This design comes from an exercise in tuning for a short achievable clock period and few clock cycles per item on the open sky130 flow, not from production work. The RTL was checked by simulation tests, not by an equivalence proof against the original design. Power figures rest on the tool's default switching activity, not on a simulated workload.

===== flow/design.v =====
`timescale 1ns/10ps
package board_pkg;
    localparam int grid_rows = 8;
    localparam int grid_cols = 8;
    typedef logic [2:0] row_t;
    typedef logic [2:0] col_t;
    typedef logic [2:0] cell_t;
    localparam int gem_kinds = 5;
    localparam cell_t cell_empty = 3'd7;
    localparam int run_length = 3;
    typedef logic [grid_rows*grid_cols*3-1:0] board_t;
    typedef logic [grid_rows*grid_cols-1:0] mask_t;
endpackage
`timescale 1ns/10ps
package control_pkg;
    typedef enum logic [1:0] {
        st_idle    = 2'd0,
        st_fill    = 2'd1,
        st_gravity = 2'd2,
        st_clear   = 2'd3
    } engine_state_t;
    typedef enum logic [2:0] {
        dir_none  = 3'd0,
        dir_left  = 3'd1,
        dir_right = 3'd2,
        dir_up    = 3'd3,
        dir_down  = 3'd4
    } dir_t;
endpackage
`timescale 1ns/10ps
module cell_lfsr (
    input  logic             clk,
    input  logic             reset,
    input  logic             draw,
    output board_pkg::cell_t gem,
    output logic             draw_ok
);
    logic [15:0] lfsr;
    always_ff @(posedge clk or posedge reset) begin
        if (reset) begin
            lfsr <= 16'hace1;
        end else if (draw) begin
            lfsr <= {lfsr[14:0], lfsr[15] ^ lfsr[14] ^ lfsr[12] ^ lfsr[3]};
        end
    end
    assign gem = lfsr[2:0] - 3'd1;
    assign draw_ok = (gem < board_pkg::gem_kinds);
endmodule
`timescale 1ns/10ps
module scan_counter (
    input  logic            clk,
    input  logic            reset,
    input  logic            start,
    input  logic            step,
    output board_pkg::row_t scan_row,
    output board_pkg::col_t scan_col,
    output logic            scan_last
);
    localparam board_pkg::row_t last_row = board_pkg::row_t'(board_pkg::grid_rows - 1);
    localparam board_pkg::col_t last_col = board_pkg::col_t'(board_pkg::grid_cols - 1);
    always_ff @(posedge clk or posedge reset) begin
        if (reset) begin
            scan_row <= '0;
            scan_col <= '0;
        end else if (start) begin
            scan_row <= '0;
            scan_col <= '0;
        end else if (step) begin
            if (scan_col == last_col) begin
                scan_col <= '0;
                if (scan_row == last_row) begin
                    scan_row <= '0;
                end else begin
                    scan_row <= scan_row + 1'b1;
                end
            end else begin
                scan_col <= scan_col + 1'b1;
            end
        end
    end
    assign scan_last = (scan_row == last_row) && (scan_col == last_col);
endmodule
`timescale 1ns/10ps
module match_finder (
    input  board_pkg::board_t cells,
    output board_pkg::mask_t  mask
);
    localparam int rows = board_pkg::grid_rows;
    localparam int cols = board_pkg::grid_cols;
    localparam int runl = board_pkg::run_length;
    always_comb begin
        logic hit;
        mask = '0;
        hit  = 1'b0;
        for (int r = 0; r < rows; r++) begin
            for (int c = 0; c <= cols - runl; c++) begin
                hit = (cells[(r*cols+c)*3 +: 3] != board_pkg::cell_empty);
                for (int j = 1; j < runl; j++) begin
                    hit = hit && (cells[(r*cols+c+j)*3 +: 3] == cells[(r*cols+c)*3 +: 3]);
                end
                if (hit) begin
                    for (int j = 0; j < runl; j++) begin
                        mask[r*cols+c+j] = 1'b1;
                    end
                end
            end
        end
        for (int c = 0; c < cols; c++) begin
            for (int r = 0; r <= rows - runl; r++) begin
                hit = (cells[(r*cols+c)*3 +: 3] != board_pkg::cell_empty);
                for (int j = 1; j < runl; j++) begin
                    hit = hit && (cells[((r+j)*cols+c)*3 +: 3] == cells[(r*cols+c)*3 +: 3]);
                end
                if (hit) begin
                    for (int j = 0; j < runl; j++) begin
                        mask[(r+j)*cols+c] = 1'b1;
                    end
                end
            end
        end
    end
endmodule
`timescale 1ns/10ps
module board_store (
    input  logic               clk,
    input  logic               reset,
    input  logic               fill_en,
    input  logic               grav_en,
    input  logic               clear_en,
    input  logic               swap_commit,
    input  board_pkg::row_t    scan_row,
    input  board_pkg::col_t    scan_col,
    input  board_pkg::cell_t   gem,
    input  board_pkg::row_t    cursor_row,
    input  board_pkg::col_t    cursor_col,
    input  control_pkg::dir_t  swap_dir,
    input  board_pkg::mask_t   clear_mask,
    input  board_pkg::row_t    rd_row,
    input  board_pkg::col_t    rd_col,
    output board_pkg::board_t  board,
    output board_pkg::board_t  trial,
    output board_pkg::cell_t   rd_cell,
    output logic               grav_moved
);
    board_pkg::row_t  below_row;
    logic [5:0]       cur_idx;
    logic [5:0]       nb_idx;
    logic [5:0]       scan_idx;
    logic [5:0]       below_idx;
    board_pkg::cell_t cur_cell;
    board_pkg::cell_t nb_cell;
    board_pkg::cell_t scan_cell;
    board_pkg::cell_t below_cell;
    always_comb begin
        board_pkg::row_t nb_row;
        board_pkg::col_t nb_col;
        nb_row = cursor_row;
        nb_col = cursor_col;
        case (swap_dir)
            control_pkg::dir_left:  nb_col = cursor_col - 1'b1;
            control_pkg::dir_right: nb_col = cursor_col + 1'b1;
            control_pkg::dir_up:    nb_row = cursor_row - 1'b1;
            control_pkg::dir_down:  nb_row = cursor_row + 1'b1;
            default:   ;
        endcase
        cur_idx = {cursor_row, cursor_col};
        nb_idx  = {nb_row, nb_col};
    end
    assign cur_cell = board[cur_idx*3 +: 3];
    assign nb_cell  = board[nb_idx*3 +: 3];
    always_comb begin
        trial = board;
        for (int i = 0; i < board_pkg::grid_rows*board_pkg::grid_cols; i++) begin
            if (6'(i) == cur_idx) begin
                trial[i*3 +: 3] = nb_cell;
            end
            if (6'(i) == nb_idx) begin
                trial[i*3 +: 3] = cur_cell;
            end
        end
    end
    assign below_row  = scan_row + 1'b1;
    assign scan_idx   = {scan_row, scan_col};
    assign below_idx  = {below_row, scan_col};
    assign scan_cell  = board[scan_idx*3 +: 3];
    assign below_cell = board[below_idx*3 +: 3];
    assign grav_moved = grav_en
                     && (scan_row != board_pkg::row_t'(board_pkg::grid_rows - 1))
                     && (scan_cell != board_pkg::cell_empty)
                     && (below_cell == board_pkg::cell_empty);
    always_ff @(posedge clk or posedge reset) begin
        if (reset) begin
            board <= {board_pkg::grid_rows*board_pkg::grid_cols{board_pkg::cell_empty}};
        end else if (swap_commit) begin
            board <= trial;
        end else if (fill_en) begin
            for (int i = 0; i < board_pkg::grid_rows*board_pkg::grid_cols; i++) begin
                if (6'(i) == scan_idx) begin
                    board[i*3 +: 3] <= gem;
                end
            end
        end else if (grav_moved) begin
            for (int i = 0; i < board_pkg::grid_rows*board_pkg::grid_cols; i++) begin
                if (6'(i) == scan_idx) begin
                    board[i*3 +: 3] <= board_pkg::cell_empty;
                end
                if (6'(i) == below_idx) begin
                    board[i*3 +: 3] <= scan_cell;
                end
            end
        end else if (clear_en) begin
            for (int i = 0; i < board_pkg::grid_rows*board_pkg::grid_cols; i++) begin
                if (clear_mask[i]) begin
                    board[i*3 +: 3] <= board_pkg::cell_empty;
                end
            end
        end
    end
    assign rd_cell = board[{rd_row, rd_col}*3 +: 3];
endmodule
`timescale 1ns/10ps
module cursor_ctrl (
    input  logic              clk,
    input  logic              reset,
    input  logic              enable,
    input  logic              left,
    input  logic              right,
    input  logic              up,
    input  logic              down,
    input  logic              enter,
    output board_pkg::row_t   cursor_row,
    output board_pkg::col_t   cursor_col,
    output logic              selected,
    output logic              swap_try,
    output control_pkg::dir_t swap_dir
);
    control_pkg::dir_t req_dir;
    logic has_neighbour;
    always_comb begin
        req_dir = control_pkg::dir_none;
        if (left) begin
            req_dir = control_pkg::dir_left;
        end else if (right) begin
            req_dir = control_pkg::dir_right;
        end else if (up) begin
            req_dir = control_pkg::dir_up;
        end else if (down) begin
            req_dir = control_pkg::dir_down;
        end
    end
    always_comb begin
        case (req_dir)
            control_pkg::dir_left:  has_neighbour = (cursor_col != '0);
            control_pkg::dir_right: has_neighbour = (cursor_col != board_pkg::col_t'(board_pkg::grid_cols - 1));
            control_pkg::dir_up:    has_neighbour = (cursor_row != '0);
            control_pkg::dir_down:  has_neighbour = (cursor_row != board_pkg::row_t'(board_pkg::grid_rows - 1));
            default:   has_neighbour = 1'b0;
        endcase
    end
    assign swap_try = enable && !enter && selected && has_neighbour;
    assign swap_dir = swap_try ? req_dir : control_pkg::dir_none;
    always_ff @(posedge clk or posedge reset) begin
        if (reset) begin
            cursor_row <= '0;
            cursor_col <= '0;
            selected   <= 1'b0;
        end else if (enable) begin
            if (enter) begin
                selected <= ~selected;
            end else if (req_dir != control_pkg::dir_none) begin
                if (selected) begin
                    selected <= 1'b0;
                end else if (has_neighbour) begin
                    case (req_dir)
                        control_pkg::dir_left:  cursor_col <= cursor_col - 1'b1;
                        control_pkg::dir_right: cursor_col <= cursor_col + 1'b1;
                        control_pkg::dir_up:    cursor_row <= cursor_row - 1'b1;
                        control_pkg::dir_down:  cursor_row <= cursor_row + 1'b1;
                        default:   ;
                    endcase
                end
            end
        end
    end
endmodule
`timescale 1ns/10ps
module game_fsm (
    input  logic clk,
    input  logic reset,
    input  logic game_reset,
    input  logic swap_try,
    input  logic trial_match,
    input  logic board_match,
    input  logic draw_ok,
    input  logic scan_last,
    input  logic grav_moved,
    output logic fill_en,
    output logic grav_en,
    output logic clear_en,
    output logic swap_commit,
    output logic scan_start,
    output logic scan_step,
    output logic fill_draw,
    output logic busy
);
    control_pkg::engine_state_t state;
    control_pkg::engine_state_t state_next;
    logic          moved_any;
    logic          sweep_again;
    assign fill_en  = (state == control_pkg::st_fill) && draw_ok;
    assign grav_en  = (state == control_pkg::st_gravity);
    assign clear_en = (state == control_pkg::st_clear);
    assign fill_draw = (state == control_pkg::st_fill);
    assign swap_commit = (state == control_pkg::st_idle) && swap_try && trial_match && !game_reset;
    assign sweep_again = moved_any || grav_moved;
    assign scan_step  = fill_en || grav_en;
    assign scan_start = ((state == control_pkg::st_idle) && (game_reset || swap_commit))
                     || ((state == control_pkg::st_gravity) && scan_last && sweep_again)
                     || (clear_en && board_match);
    assign busy = (state != control_pkg::st_idle);
    always_comb begin
        state_next = state;
        case (state)
            control_pkg::st_idle: begin
                if (game_reset) begin
                    state_next = control_pkg::st_fill;
                end else if (swap_commit) begin
                    state_next = control_pkg::st_gravity;
                end
            end
            control_pkg::st_fill: begin
                if (fill_en && scan_last) begin
                    state_next = control_pkg::st_gravity;
                end
            end
            control_pkg::st_gravity: begin
                if (scan_last && !sweep_again) begin
                    state_next = control_pkg::st_clear;
                end
            end
            control_pkg::st_clear: begin
                state_next = board_match ? control_pkg::st_gravity : control_pkg::st_idle;
            end
            default: state_next = control_pkg::st_idle;
        endcase
    end
    always_ff @(posedge clk or posedge reset) begin
        if (reset) begin
            state     <= control_pkg::st_idle;
            moved_any <= 1'b0;
        end else begin
            state <= state_next;
            if (scan_start) begin
                moved_any <= 1'b0;
            end else if (grav_moved) begin
                moved_any <= 1'b1;
            end
        end
    end
endmodule
`timescale 1ns/10ps
module match3_core (
    input  logic             clk,
    input  logic             reset,
    input  logic             left,
    input  logic             right,
    input  logic             up,
    input  logic             down,
    input  logic             enter,
    input  logic             game_reset,
    input  board_pkg::row_t  rd_row,
    input  board_pkg::col_t  rd_col,
    output board_pkg::cell_t rd_cell,
    output board_pkg::row_t  cursor_row,
    output board_pkg::col_t  cursor_col,
    output logic             selected,
    output logic             busy
);
    board_pkg::cell_t  gem;
    logic   draw_ok;
    board_pkg::row_t   scan_row;
    board_pkg::col_t   scan_col;
    logic   scan_last;
    logic   scan_start;
    logic   scan_step;
    board_pkg::board_t board;
    board_pkg::board_t trial;
    board_pkg::mask_t  clear_mask;
    board_pkg::mask_t  trial_mask;
    logic   grav_moved;
    logic   swap_try;
    control_pkg::dir_t   swap_dir;
    logic   fill_en;
    logic   grav_en;
    logic   clear_en;
    logic   swap_commit;
    logic   fill_draw;
    cell_lfsr u_cell_lfsr (
        .clk     (clk),
        .reset   (reset),
        .draw    (fill_draw),
        .gem     (gem),
        .draw_ok (draw_ok)
    );
    scan_counter u_scan_counter (
        .clk       (clk),
        .reset     (reset),
        .start     (scan_start),
        .step      (scan_step),
        .scan_row  (scan_row),
        .scan_col  (scan_col),
        .scan_last (scan_last)
    );
    board_store u_board_store (
        .clk         (clk),
        .reset       (reset),
        .fill_en     (fill_en),
        .grav_en     (grav_en),
        .clear_en    (clear_en),
        .swap_commit (swap_commit),
        .scan_row    (scan_row),
        .scan_col    (scan_col),
        .gem         (gem),
        .cursor_row  (cursor_row),
        .cursor_col  (cursor_col),
        .swap_dir    (swap_dir),
        .clear_mask  (clear_mask),
        .rd_row      (rd_row),
        .rd_col      (rd_col),
        .board       (board),
        .trial       (trial),
        .rd_cell     (rd_cell),
        .grav_moved  (grav_moved)
    );
    match_finder u_board_matches (
        .cells (board),
        .mask  (clear_mask)
    );
    match_finder u_trial_matches (
        .cells (trial),
        .mask  (trial_mask)
    );
    cursor_ctrl u_cursor_ctrl (
        .clk        (clk),
        .reset      (reset),
        .enable     (~busy),
        .left       (left),
        .right      (right),
        .up         (up),
        .down       (down),
        .enter      (enter),
        .cursor_row (cursor_row),
        .cursor_col (cursor_col),
        .selected   (selected),
        .swap_try   (swap_try),
        .swap_dir   (swap_dir)
    );
    game_fsm u_game_fsm (
        .clk         (clk),
        .reset       (reset),
        .game_reset  (game_reset),
        .swap_try    (swap_try),
        .trial_match (|trial_mask),
        .board_match (|clear_mask),
        .draw_ok     (draw_ok),
        .scan_last   (scan_last),
        .grav_moved  (grav_moved),
        .fill_en     (fill_en),
        .grav_en     (grav_en),
        .clear_en    (clear_en),
        .swap_commit (swap_commit),
        .scan_start  (scan_start),
        .scan_step   (scan_step),
        .fill_draw   (fill_draw),
        .busy        (busy)
    );
endmodule

===== flow/run.sh =====
#!/bin/bash
# synth_recipe.tcl (not shown) runs the flow's synth.tcl, then flattens the netlist and writes it again
# the make line also repeats each setting of config.mk as NAME=value (left out here)
make -C /OpenROAD-flow-scripts/flow DESIGN_CONFIG=/design/flow/config.mk WORK_HOME=/design/flow/orfs CLKGATE_MAP_FILE= SYNTH_SCRIPT=/design/flow/synth_recipe.tcl finish

===== flow/config.mk =====
export PLATFORM = sky130hd
export DESIGN_NAME = match3_core
export DESIGN_NICKNAME = match3_core
export VERILOG_FILES = /design/flow/design.v
export SDC_FILE = /design/flow/constraint.sdc
export NUM_CORES = 4
export LEC_CHECK = 0
export CAP_MARGIN = 20
export CORE_MARGIN = 2
export CORE_UTILIZATION = 30
export SLEW_MARGIN = 20

===== flow/constraint.sdc =====
create_clock -name core_clock -period 10.0 [get_ports {clk}]
set_input_delay 2.0000 -clock core_clock [delete_from_list [all_inputs] [get_ports {clk}]]
set_output_delay 2.0000 -clock core_clock [all_outputs]
set_load 0.01 [all_outputs]

==> notes.md <==
## cells in the mapped netlist, types with 29 or more instances
master     number  share of area (%)
nand2b_1       95                1.4
dfstp_2       200                 12
o22ai_1        59               0.87
a21oi_1       288                3.4
mux2i_1       526                 12
nand4_1        87                1.3
clkbuf_1      551                4.9
nor3_1        304                3.6
a2111oi_0      38               0.79
nor2_1        346                3.1
nor2b_1        32               0.47
and3_1        117                1.7
mux2_2         32               0.85
a22oi_1        29               0.51
a211oi_1       36               0.64
or3_1         232                3.4
a31oi_1       199                2.9
or2_2          61               0.90
buf_2          57               0.67
a221oi_1       50                1.0
o2111ai_1      42               0.87
o31ai_1        42               0.75
a21o_1         89                1.6
a31o_2         53                1.1
buf_1          48               0.43
o221ai_1       57                1.2
a222oi_1       41               0.97
o21ai_0       374                4.4
nand2_1       679                6.0
mux4_2        172                9.2
nand3_1       401                4.7
and2_1         36               0.53
## per-layer routing
metal  vias to the layer above  GRT usage [%]  routed length (microns)
met5                         -         0.3774                      435
li1                      22280              -                        -
met2                      5498          63.20                   132100
met1                     27880          55.89                   123200
met3                      1507          19.81                    52450
met4                        22          34.94                    33180
## final timing paths
| path | start | slack, ns | end |
|---|---|---|---|
| max | left | 0.31 | u_board_store.board[1] |
| min | u_cell_lfsr.lfsr[1] | 0.50 | u_cell_lfsr.lfsr[1] |
| max reg2reg | u_cursor_ctrl.cursor_col[0] | 0.46 | u_board_store.board[1] |
| min reg2reg | u_cell_lfsr.lfsr[1] | 0.50 | u_cell_lfsr.lfsr[1] |
| max in group asynchronous | reset | 6.61 | u_cell_lfsr.lfsr[12] |
| min in group asynchronous | reset | 2.24 | u_board_store.board[181] |
## cell families (layout without fill, tap and decap cells)
logic type	count (synthesis)	in the layout	synth area share [%]
muxes	731	731	22.51
DFF	224	224	13.85
other	0	19	0
adders and majority gates	16	16	0.4736
buffers and inverters	719	650	7.222
and+or+nand+nor	2502	2502	29.35
AOI/OAI and AO/OA	1633	1633	26.10
xor gates and xnor gates	24	24	0.4972
## power by group
part / switching [mW] / internal [mW] / total [mW]
Combinational: 12.8 / 5.96 / 18.8
Clock: 0.563 / 0.707 / 1.27
Sequential: 1.67 / 1.49 / 3.16
## placed cells by master, fill, tap and decap left out, types with 87 or more instances in the layout
master and count:
or3_1 232, buf_4 506, nor3_1 300, a21o_1 88
nand2_1 676, mux2i_1 526, nand4_1 87, nor2_1 341
nand3_1 401, mux4_2 171, a21oi_1 284, a31oi_1 195
o21ai_0 367, nand2b_1 95, and3_1 117, dfstp_2 200
## through the flow
step | setup slack, ns | setup TNS, ns | utilization [%]
2_1_floorplan | 2.197 | 0 | -
3_3_place_gp | -0.07986 | -7.766 | 33.30
3_5_place_dp | 0.02505 | 0 | 33.34
4_1_cts | 0.6153 | 0 | 34.12
5_1_grt | 0.04543 | 0 | 34.16
6_report | 0.3110 | 0 | 34.19
## registers in the layout, summed over array words and instances, names as in the netlist, 2 cells and up
signal and cells:
u_cursor_ctrl.cursor_col 3, u_game_fsm.state 2, u_cell_lfsr.lfsr 16, u_scan_counter.scan_row 3
u_cursor_ctrl.cursor_row 3, u_board_store.board 192, u_scan_counter.scan_col 3
## critical path, cell delays in order
cell and delay, ns:
clkdlybuf4s50_1 0.66, or2_2 0.42, nor3_1 0.26, a21boi_2 0.48, a21oi_1 0.17, buf_4 0.24
or3_1 0.42, buf_4 0.27, nor3_1 0.59, nand2_2 0.48, buf_4 0.38, nand4b_1 0.17
a31oi_1 0.33, and3_1 0.31, o221ai_1 0.59, buf_4 0.25, o31a_1 0.14, nand4_1 0.12
or4_1 0.57, nor4_2 0.29, buf_4 0.20, or2_4 0.14, buf_4 0.20, buf_4 0.26
mux2i_1 0.24
## layout make-up
class                   count  area [sq um]
diodes                     19         47.55
clock buffers              49         968.4
clock inverters             9         123.9
fillers                 14860         91930
inverters                  27         108.9
multi-input cells        4906         33610
flip-flops and latches    224          5871
well taps                1876          2347
repair buffers            565          4696
==> results.toml <==
[outcome]
outcome = "finished clean"

[finish]
stdcell_count = 7675
nets = 5788
areaGrowthSynthToFinish_pct = 13.00
drive_gt1_share_pct = 20.55
fin_area_sq_um = 47770

[yosys]
synth-async-reset-ratio_pct = 100.0
seq_area_frac_synth_pct = 13.85
ys_ff_latch = 224
synth_edf_count = 0
yosys.cell_types.count = 109
syn_nets = 5879
synthCells = 5849
synth_area_sq_um = 42270
yosys_warnings = 6
avgSynthCellArea_sq_um = 7.228
synthFlopType = "dfstp_2"

[sta]
slew_headroom_pct = 12.33
hold_viol = 0
period_share_pct = 96.89
holdWs_ns = 0.4962
slew_violations = 0
fin_crit_ns = 9.689
rsz0062_at_grt = "false"
worstMarginPinSlew_ns = 1.311
finalClockSkew_ns = 0.03776
clock.fmax_mhz = 103.2
finalSetupViolations = 0

[floorplanning]
start_util_pct = 30.26
io_pins = 25
die-area_sq_um = 143900
core_sq_um = 139700
rows = 137
die_height_microns = 379.4
fp.dieW_microns = 379.4

[critical_path]
criticalPathCategory = "in -> reg"
reg2reg_depth = 27
cp_max_fo = 16
worst_setup_path_end_kind = "register"
crit_required_ns = 10.53
cp.arrival_ns = 10.22
start_kind = "input pin"

[clock_network]
clk_path_buf_depth = 3
cts_sinks = 224
numCtsBuffers = 34
ctsResizeCount = 0
cts_root_buf = "clkbuf_16"
cts_tree = "built"
holdBufCountCts = 0
cts_htree_levels = 2
cts_setup_buffers = 0
clk_latency_ns = 0.65
clk_pin_slew_ns = 0.06

[grt]
overflow = 0
grt_max_degree = 142
antenna_found_initial = 40
first_global_vias = 50320
grt_pass1_wl_mm = 453.6
globalRouteTotalUtil_pct = 45.93

[placed_design]
dp_cells = 7594
gp_congestion = 1.094
dp_hpwl_mm = 252.9
portBuffers = 24
dpl_cell_area_sq_um = 46570

[route]
vias = 57200
drt_wl_total_mm = 341.4
dr.pass1.iters = 9
via_per_inst = 7.452
final_antenna_net_count = 0
drt_iter0_markers = 10980
routedWlPerCell_microns = 44.49
drc = 0

[pwr]
pwr_density_cell_nw_per_um2 = 485.4
vdd_drop_max_mv = 0.5066
power.total_mw = 23.19
leakagePower_nw = 19.85

[hold_path]
worst_hold_path_type = "reg -> reg"
hold_depth = 2

[run]
cap_violations = 0
Testbench counts, summed over its fixed seeds: cycles 135,191, commands 492.

## static timing again, ports no longer ideal
Ports are ideal in the flow. The routed layout listed here was re-timed in OpenROAD. Step 1 (the two cells are an assumption about what drives the block):
set clk [get_ports {clk}]
set_driving_cell -lib_cell sky130_fd_sc_hd__clkbuf_16 $clk
set_driving_cell -lib_cell sky130_fd_sc_hd__buf_2 [delete_from_list [all_inputs] $clk]
Step 2, shift: input delay + t, output delay - t, t = (earliest + latest rising clock arrival at the registers) / 2. This alone moves slack from input paths to output paths. a / b / c = ideal ports / drivers / drivers and shift; a / b = the first two.
shift t [ns]: 0.701
setup WS [ns]: 0.311 / 0.358 / -0.342
latest minus earliest clock arrival (ns): 0.043 / 0.043
worst data-port slew with drivers (ns): 0.13
pins driven straight from the clock port: 1
Met with ideal ports but missed after step 2: setup timing in this run. The setup slack of this run moves by +0.047 ns with the drivers and by -0.653 ns with both steps.
